Background: an optimization exercise with open tools, aiming at small area and a short achievable clock period. Do not read the settings as production practice.
Function was checked by simulation only, so behaviour that the tests miss may differ from the original.
Power and IR drop assume default switching activity.

`config.mk`:
```
export PLATFORM = sky130hd
export DESIGN_NAME = ep_fifo_top
export DESIGN_NICKNAME = ep_fifo_top
export VERILOG_FILES = /design/flow/design.v
export SDC_FILE = /design/flow/constraint.sdc
export NUM_CORES = 4
export LEC_CHECK = 0
export CAP_MARGIN = 20
export CORE_MARGIN = 2
export CORE_UTILIZATION = 40
export PLACE_DENSITY = 0.6
export SLEW_MARGIN = 20
```
`constraint.sdc`:
```
create_clock -name core_clock -period 5.0 [get_ports {fifoClk}]
set_input_delay 1.0000 -clock core_clock [delete_from_list [all_inputs] [get_ports {fifoClk}]]
set_output_delay 1.0000 -clock core_clock [all_outputs]
set_load 0.01 [all_outputs]
```
`design.v`:
```
package ep_fifo_pkg;
  localparam int DATA_W = 32;
  localparam int BE_W = DATA_W / 8;
  localparam int EP_ID_W = 2;
  localparam int NUM_EP = 1 << EP_ID_W;
  localparam int RAM_AW = 8;
  typedef struct packed {
    logic [EP_ID_W-1:0] ep;
    logic [BE_W-1:0]    be;
    logic [DATA_W-1:0]  data;
  } ep_wr_t;
  typedef struct packed {
    logic               vld;
    logic               wr;
    logic [RAM_AW-1:0]  adr;
    logic [BE_W-1:0]    be;
    logic [DATA_W-1:0]  data;
    logic [EP_ID_W-1:0] ep;
  } ram_req_t;
  typedef struct packed {
    logic [EP_ID_W-1:0] ep;
    logic [BE_W-1:0]    be;
    logic [DATA_W-1:0]  data;
  } ep_rd_rsp_t;
endpackage
`timescale 1ns/1ns
module ep_ptr_ctl #(
  parameter int EP_AW = 4,
  parameter logic [ep_fifo_pkg::RAM_AW-1:0] EP_BASE = '0
) (
  input  logic                           fifoClk,
  input  logic                           fifoRstn,
  input  logic                           wr_sel,
  input  logic                           rd_sel,
  input  logic [ep_fifo_pkg::BE_W-1:0]   wr_be,
  output logic [ep_fifo_pkg::RAM_AW-1:0] wr_adr,
  output logic [ep_fifo_pkg::RAM_AW-1:0] rd_adr,
  output logic                           wr_acc,
  output logic                           rd_acc,
  output logic                           empty,
  output logic                           full,
  output logic                           almost_full,
  output logic                           almost_empty,
  output logic [ep_fifo_pkg::BE_W-1:0]   rsp_be
);
  localparam int PAD_W = ep_fifo_pkg::RAM_AW - EP_AW;
  logic [EP_AW:0] wr_ptr;
  logic [EP_AW:0] rd_ptr;
  logic [EP_AW:0] wr_ptr_nxt;
  logic [EP_AW:0] rd_ptr_nxt;
  logic [ep_fifo_pkg::BE_W-1:0] last_be;
  logic low_eq;
  logic last_entry;
  assign wr_ptr_nxt = wr_ptr + 1'b1;
  assign rd_ptr_nxt = rd_ptr + 1'b1;
  assign low_eq = (wr_ptr[EP_AW-1:0] == rd_ptr[EP_AW-1:0]);
  assign empty = low_eq & (wr_ptr[EP_AW] == rd_ptr[EP_AW]);
  assign full  = low_eq & (wr_ptr[EP_AW] != rd_ptr[EP_AW]);
  assign almost_full = (wr_ptr_nxt[EP_AW-1:0] == rd_ptr[EP_AW-1:0]) &
                       (wr_ptr_nxt[EP_AW] != rd_ptr[EP_AW]);
  assign almost_empty = (rd_ptr_nxt == wr_ptr);
  assign wr_acc = wr_sel & ~full;
  assign rd_acc = rd_sel & ~empty;
  assign wr_adr = {ep_fifo_pkg::RAM_AW{wr_sel}} &
                  (EP_BASE + {{PAD_W{1'b0}}, wr_ptr[EP_AW-1:0]});
  assign rd_adr = {ep_fifo_pkg::RAM_AW{rd_sel}} &
                  (EP_BASE + {{PAD_W{1'b0}}, rd_ptr[EP_AW-1:0]});
  assign last_entry = almost_empty & ~wr_acc;
  assign rsp_be = {ep_fifo_pkg::BE_W{rd_sel}} &
                  (last_entry ? last_be : {ep_fifo_pkg::BE_W{1'b1}});
  always_ff @(posedge fifoClk or negedge fifoRstn) begin
    if (!fifoRstn) begin
      wr_ptr <= '0;
      rd_ptr <= '0;
    end else begin
      if (wr_acc) begin
        wr_ptr <= wr_ptr_nxt;
      end
      if (rd_acc) begin
        rd_ptr <= rd_ptr_nxt;
      end
    end
  end
  always_ff @(posedge fifoClk or negedge fifoRstn) begin
    if (!fifoRstn) begin
      last_be <= '0;
    end else if (wr_acc) begin
      last_be <= wr_be;
    end
  end
endmodule
`timescale 1ns/1ns
module ep_ram_arb (
  input  logic                          fifoClk,
  input  logic                          fifoRstn,
  input  ep_fifo_pkg::ram_req_t         rd_req,
  input  logic [ep_fifo_pkg::DATA_W-1:0] ram_rdata,
  output logic                          rd_valid,
  output ep_fifo_pkg::ep_rd_rsp_t       rd_rsp
);
  logic                              rsp_pend;
  logic [ep_fifo_pkg::EP_ID_W-1:0]   rsp_ep;
  logic [ep_fifo_pkg::BE_W-1:0]      rsp_be;
  always_ff @(posedge fifoClk or negedge fifoRstn) begin
    if (!fifoRstn) begin
      rsp_pend <= 1'b0;
      rd_valid <= 1'b0;
    end else begin
      rsp_pend <= rd_req.vld;
      rd_valid <= rsp_pend;
    end
  end
  always_ff @(posedge fifoClk) begin
    if (rd_req.vld) begin
      rsp_ep <= rd_req.ep;
      rsp_be <= rd_req.be;
    end
    if (rsp_pend) begin
      rd_rsp.ep   <= rsp_ep;
      rd_rsp.be   <= rsp_be;
      rd_rsp.data <= ram_rdata;
    end
  end
endmodule
`timescale 1ns/1ns
module ep_buf_ram #(
  parameter int EP_AW = 4
) (
  input  logic                           fifoClk,
  input  ep_fifo_pkg::ram_req_t          wr_req,
  input  ep_fifo_pkg::ram_req_t          rd_req,
  output logic [ep_fifo_pkg::DATA_W-1:0] ram_rdata
);
  localparam int MEM_AW = EP_AW + ep_fifo_pkg::EP_ID_W;
  localparam int DEPTH  = 1 << MEM_AW;
  logic [ep_fifo_pkg::DATA_W-1:0] mem [DEPTH];
  logic [MEM_AW-1:0] wr_adr;
  logic [MEM_AW-1:0] rd_adr;
  assign wr_adr = wr_req.adr[MEM_AW-1:0];
  assign rd_adr = rd_req.adr[MEM_AW-1:0];
  always_ff @(posedge fifoClk) begin
    if (wr_req.vld) begin
      for (int b = 0; b < ep_fifo_pkg::BE_W; b++) begin
        if (wr_req.be[b]) begin
          mem[wr_adr][8*b +: 8] <= wr_req.data[8*b +: 8];
        end
      end
    end
  end
  always_ff @(posedge fifoClk) begin
    if (rd_req.vld) begin
      ram_rdata <= mem[rd_adr];
    end
  end
endmodule
`timescale 1ns/1ns
module ep_fifo_top #(
  parameter int EP_AW = 4
) (
  input  logic                             fifoClk,
  input  logic                             fifoRstn,
  input  logic                             wr_stb,
  input  logic [ep_fifo_pkg::EP_ID_W-1:0]  wr_ep,
  input  logic [ep_fifo_pkg::BE_W-1:0]     wr_be,
  input  logic [ep_fifo_pkg::DATA_W-1:0]   wr_data,
  input  logic                             rd_stb,
  input  logic [ep_fifo_pkg::EP_ID_W-1:0]  rd_ep,
  output logic                             rd_valid,
  output logic [ep_fifo_pkg::EP_ID_W-1:0]  rd_rsp_ep,
  output logic [ep_fifo_pkg::BE_W-1:0]     rd_rsp_be,
  output logic [ep_fifo_pkg::DATA_W-1:0]   rd_rsp_data,
  output logic [ep_fifo_pkg::NUM_EP-1:0]   ep_empty,
  output logic [ep_fifo_pkg::NUM_EP-1:0]   ep_full,
  output logic [ep_fifo_pkg::NUM_EP-1:0]   ep_almost_full,
  output logic [ep_fifo_pkg::NUM_EP-1:0]   ep_almost_empty
);
  localparam int NUM_EP = ep_fifo_pkg::NUM_EP;
  ep_fifo_pkg::ep_wr_t     wr_req;
  ep_fifo_pkg::ep_rd_rsp_t rd_rsp;
  assign wr_req.ep    = wr_ep;
  assign wr_req.be    = wr_be;
  assign wr_req.data  = wr_data;
  assign rd_rsp_ep   = rd_rsp.ep;
  assign rd_rsp_be   = rd_rsp.be;
  assign rd_rsp_data = rd_rsp.data;
  logic [NUM_EP-1:0] wr_sel;
  logic [NUM_EP-1:0] rd_sel;
  logic [NUM_EP-1:0]               wr_acc_ep;
  logic [NUM_EP-1:0]               rd_acc_ep;
  logic [ep_fifo_pkg::RAM_AW-1:0]  wr_adr_ep [NUM_EP];
  logic [ep_fifo_pkg::RAM_AW-1:0]  rd_adr_ep [NUM_EP];
  logic [ep_fifo_pkg::BE_W-1:0]    rsp_be_ep [NUM_EP];
  logic [ep_fifo_pkg::RAM_AW-1:0] wr_adr;
  logic [ep_fifo_pkg::RAM_AW-1:0] rd_adr;
  logic [ep_fifo_pkg::BE_W-1:0]   rsp_be;
  logic                           wr_acc;
  logic                           rd_acc;
  ep_fifo_pkg::ram_req_t wr_ram;
  ep_fifo_pkg::ram_req_t rd_ram;
  logic [ep_fifo_pkg::DATA_W-1:0] ram_rdata;
  for (genvar i = 0; i < NUM_EP; i++) begin : g_ep
    assign wr_sel[i] = wr_stb & (wr_req.ep == i);
    assign rd_sel[i] = rd_stb & (rd_ep == i);
    ep_ptr_ctl #(
      .EP_AW   (EP_AW),
      .EP_BASE (ep_fifo_pkg::RAM_AW'(i << EP_AW))
    ) u_ep_ptr_ctl (
      .fifoClk      (fifoClk),
      .fifoRstn     (fifoRstn),
      .wr_sel       (wr_sel[i]),
      .rd_sel       (rd_sel[i]),
      .wr_be        (wr_req.be),
      .wr_adr       (wr_adr_ep[i]),
      .rd_adr       (rd_adr_ep[i]),
      .wr_acc       (wr_acc_ep[i]),
      .rd_acc       (rd_acc_ep[i]),
      .empty        (ep_empty[i]),
      .full         (ep_full[i]),
      .almost_full  (ep_almost_full[i]),
      .almost_empty (ep_almost_empty[i]),
      .rsp_be       (rsp_be_ep[i])
    );
  end
  always_comb begin
    wr_adr = '0;
    rd_adr = '0;
    rsp_be = '0;
    for (int i = 0; i < NUM_EP; i++) begin
      wr_adr = wr_adr | wr_adr_ep[i];
      rd_adr = rd_adr | rd_adr_ep[i];
      rsp_be = rsp_be | rsp_be_ep[i];
    end
  end
  assign wr_acc = |wr_acc_ep;
  assign rd_acc = |rd_acc_ep;
  assign wr_ram.vld  = wr_acc;
  assign wr_ram.wr   = 1'b1;
  assign wr_ram.adr  = wr_adr;
  assign wr_ram.be   = wr_req.be;
  assign wr_ram.data = wr_req.data;
  assign wr_ram.ep   = wr_req.ep;
  assign rd_ram.vld  = rd_acc;
  assign rd_ram.wr   = 1'b0;
  assign rd_ram.adr  = rd_adr;
  assign rd_ram.be   = rsp_be;
  assign rd_ram.data = '0;
  assign rd_ram.ep   = rd_ep;
  ep_ram_arb u_ep_ram_arb (
    .fifoClk   (fifoClk),
    .fifoRstn  (fifoRstn),
    .rd_req    (rd_ram),
    .ram_rdata (ram_rdata),
    .rd_valid  (rd_valid),
    .rd_rsp    (rd_rsp)
  );
  ep_buf_ram #(
    .EP_AW (EP_AW)
  ) u_ep_buf_ram (
    .fifoClk   (fifoClk),
    .wr_req    (wr_ram),
    .rd_req    (rd_ram),
    .ram_rdata (ram_rdata)
  );
endmodule
```
`run.sh`:
```
#!/bin/bash
# synth_recipe.tcl (not shown) runs the flow's synth.tcl, then flattens the netlist and writes it again
# the make line also repeats each setting of config.mk as NAME=value (left out here)
make -C /OpenROAD-flow-scripts/flow DESIGN_CONFIG=/design/flow/config.mk WORK_HOME=/design/flow/orfs CLKGATE_MAP_FILE= SYNTH_SCRIPT=/design/flow/synth_recipe.tcl finish
```
==> results.txt <==
## stage by stage
| step | util, % | cell area, um^2 |
|---|---|---|
| after floorplan | - | 88400 |
| after global placement | 43.4 | 95300 |
| after detailed placement | 43.4 | 95500 |
| after CTS | 46.5 | 102000 |
| after global routing | 46.6 | 102000 |
| final | 46.6 | 102000 |
## final cells by class
| class | instances | area [um^2] |
|---|---|---|
| repair buffers | 636 | 5720 |
| well taps | 2958 | 3700 |
| inverters | 4 | 15.0 |
| clock inverters | 132 | 1090 |
| clock buffers | 267 | 5700 |
| fillers | 19095 | 117000 |
| flip-flops and latches | 2182 | 65200 |
| diodes | 4 | 10.0 |
| multi-input cells | 3708 | 20800 |
## cells by family (layout without fill, tap and decap cells)
logic type	Yosys count	after routing	share of synthesized area (%)
AO/OA/AOI/OAI	530	530	4.56
XOR/XNOR	84	84	0.849
adder cells (fa/ha/maj)	8	8	0.113
buffers and inverters	483	1039	2.99
flip-flops	2182	2182	73.8
multiplexers	306	306	3.88
other	0	4	0
AND/OR/NAND/NOR	2780	2780	13.8
## per-layer routing
metal	track usage [%]	wire (um)	up-vias
li1	-	-	24623
met1	32.1	108000	28769
met2	37.7	126000	2846
met3	3.60	23200	496
met4	8.91	10700	4
met5	0	31	-
## registers in the layout, summed over array words and instances, names as in the netlist
name / count
g_ep.u_ep_ptr_ctl.last_be: 16
g_ep.u_ep_ptr_ctl.wr_ptr: 20
u_ep_ram_arb.rd_rsp: 38
u_ep_ram_arb.rsp_be: 4
u_ep_buf_ram.ram_rdata: 32
u_ep_buf_ram.mem: 2048
g_ep.u_ep_ptr_ctl.rd_ptr: 20
u_ep_ram_arb.rsp_ep: 2
u_ep_ram_arb.rsp_pend: 1
u_ep_ram_arb.rd_valid: 1
## layout by cell type (no fill, tap or decap), drive strengths merged, types with 42 or more instances in the layout
| cell | n |
|---|---|
| nor3 | 241 |
| a311oi | 82 |
| nand3 | 662 |
| a21oi | 68 |
| buf | 571 |
| nand2 | 1597 |
| edfxtp | 2124 |
| a32oi | 82 |
| nor2 | 74 |
| and3 | 88 |
| clkinv | 103 |
| mux2i | 255 |
| a31oi | 91 |
| o21ai | 42 |
| nand4 | 55 |
| clkbuf | 267 |
| xnor2 | 47 |
| dfrtp | 58 |
| clkdlybuf4s50 | 65 |
## power groups by stage
stage          combinational, mW  clock [mW]  sequential [mW]
6_report                    11.0        15.8             21.4
5_1_grt                     11.7        16.7             21.4
3_5_place_dp                10.9           0             21.8
4_1_cts                     11.0        16.0             21.4
2_1_floorplan               6.44           0             21.4
3_3_place_gp                10.8           0             21.7
## worst max-delay path by stage
stage / startpoint / end / cells after the start
after floorplan: rd_ep[0] / u_ep_buf_ram.ram_rdata[0]$_DFFE_PP_ / 8
after global placement: rd_ep[0] / u_ep_buf_ram.ram_rdata[4]$_DFFE_PP_ / 13
after detailed placement: rd_ep[0] / u_ep_buf_ram.ram_rdata[4]$_DFFE_PP_ / 13
after CTS: g_ep[3].u_ep_ptr_ctl.rd_ptr[0]$_DFFE_PN0P_ / ep_almost_empty[3] / 6
after global routing: g_ep[3].u_ep_ptr_ctl.rd_ptr[1]$_DFFE_PN0P_ / ep_almost_empty[3] / 5
final: g_ep[3].u_ep_ptr_ctl.rd_ptr[0]$_DFFE_PN0P_ / ep_almost_empty[3] / 6
==> reports/metrics.cfg <==
[floorplanning]
start_util_pct=40.2
fp.dieW_um=474
fp.coreArea_um2=220000
die-area_um2=225000
fp.dieH_um=474
pin_count=99
num_rows=172

[synthesis]
synth_cell_types=84
yosys-top-cells-area=edfxtp_1, nand2_1, nand3_1, mux2i_1, dfrtp_1
synth_most_common_cell=edfxtp_1
syn_avg_cell_area_um2=13.9
synth_top_area_cell=edfxtp_1
synth_cells=6373
synth-seq-area-share_pct=73.8
ys.flop_type=edfxtp_1
synth_edf_count=2124
synth_top_area_share_pct=72.2
yosys_warnings=10
netlist_area_um2=88400
synthArstFlopShare_pct=2.66
syn-num-nets=6425
synthTopCellsByCount=edfxtp_1, nand2_1, nand3_1, mux2i_1, nor3_1
synth-seq-cells=2182

[critical_path]
crit-reg2reg-launch=g_ep[1].u_ep_ptr_ctl.rd_ptr[2]$_DFFE_PN0P_
slowest_stage=nor4_1
path_class=register to output pin
start_kind=register
cp_cell_sequence=ha_1, xor2_1, nor3_1, a31oi_1, nor4_1, clkdlybuf4s50_1
r2r-end=u_ep_buf_ram.mem[43][6]$_DFFE_PP_
crit_buf_inv=1
critPathMaxStageDelay_ps=790
worstPathMaxFanout=6
arrival_ps=3520
cp-end-kind=output pin
regToRegSetupSlack_ps=1100
critPathRequiredTime_ps=4000
path_delay_family=simple AND/OR/NAND/NOR gates
reg2reg_depth=10

[clock_network]
cts_setup_buffers=0
cts-root-buf=clkbuf_16
cts_resized=0
htree_levels=4
cts-buffers-inserted=216
clk_pin_slew_worst_paths_ps=70
cts_hold_buf=0
clk_path_buf_depth=3
cts_tree=yes
clock_sinks=2182
clock_latency_ps=860

[final_layout]
area_delta_synth_final_pct=15.8
fin_cells=9891
nets=6800
final_layout_size_suffix_gt1_share_pct=14.5

[drt]
firstDrtPassIters=8
vias=56738
drt_iter0_drc=7232
wl_per_cell_um=27.1
drcViolationCount=0
routed_wl_um=268000
routed_via_density=5.74
drtAntennaViolNets=0

[power]
peakVddDrop_uv=443
power.share.sequential_pct=44.3
finalPower_mw=48.2
clock_power_share_pct=32.8
swShare_pct=30.8
p_leak_nw=35.5
p_sw_mw=14.9
p_int_mw=33.3
combinationalPowerShare_pct=22.9
power_density_nw_per_um2=471

[flow_run]
max_cap_violations=0

[sta]
fin_ws_ps=481
finalClockSkew_ps=26.1
slew_headroom_pct=28.7
slew_violations=0
worst_pin_slew_ps=1060
finalSetupTns_ps=0
setup_viol=0
max_freq_mhz=221
rsz0062_at_grt=false
hold_viol=0
finalCriticalPeriod_ps=4520
whs_ps=312
fin_crit_sh_pct=90.4

[run_status]
outcome=finished clean

[global_route]
grt_max_degree=79
grt_pass1_wl_um=387000
overflow=0
track_usage_pct=23.5
antenna_found_initial=8
grt_pass1_vias=54569

[place]
place_hpwl_um=163000
port_buffers=98
placed_cells=9488
dpl_worst_slack_ps=-66.2
gp_congestion=0.858

[min_path]
hold_path_class=primary input to asynchronous set/reset pin

Testbench counts, summed over its fixed seeds: lat cycles 43,614, reads 21,807.

==> afterwards: timing with drivers on the ports <==
In the flow no input, the clock included, has a driving cell. The finished layout below was timed again as built, in two steps.
Step 1 (the two cells are an assumption about what drives the block):
set clk [get_ports {fifoClk}]
set_driving_cell -lib_cell sky130_fd_sc_hd__clkbuf_16 $clk
set_driving_cell -lib_cell sky130_fd_sc_hd__buf_2 [delete_from_list [all_inputs] $clk]
Step 2 adds t to the input delays and takes it off the output delays; t is the mean of the earliest and latest rising clock arrival at the registers after step 1. Input paths then give back, and output paths get back, about the clock's delay inside the block.
a / b / c = no drivers / after step 1 / after step 2; a / b = the first two.
shift t [ns]: 0.942
slack for setup (ns): 0.481 / 0.388 / -0.197
worst register clock-pin slew, ns: 0.07 / 0.07
worst data-port slew with drivers (ns): 0.06
Met with ideal ports but missed after step 2: setup timing in this run. The setup slack of this run moves by -0.093 ns with the drivers and by -0.678 ns with both steps.
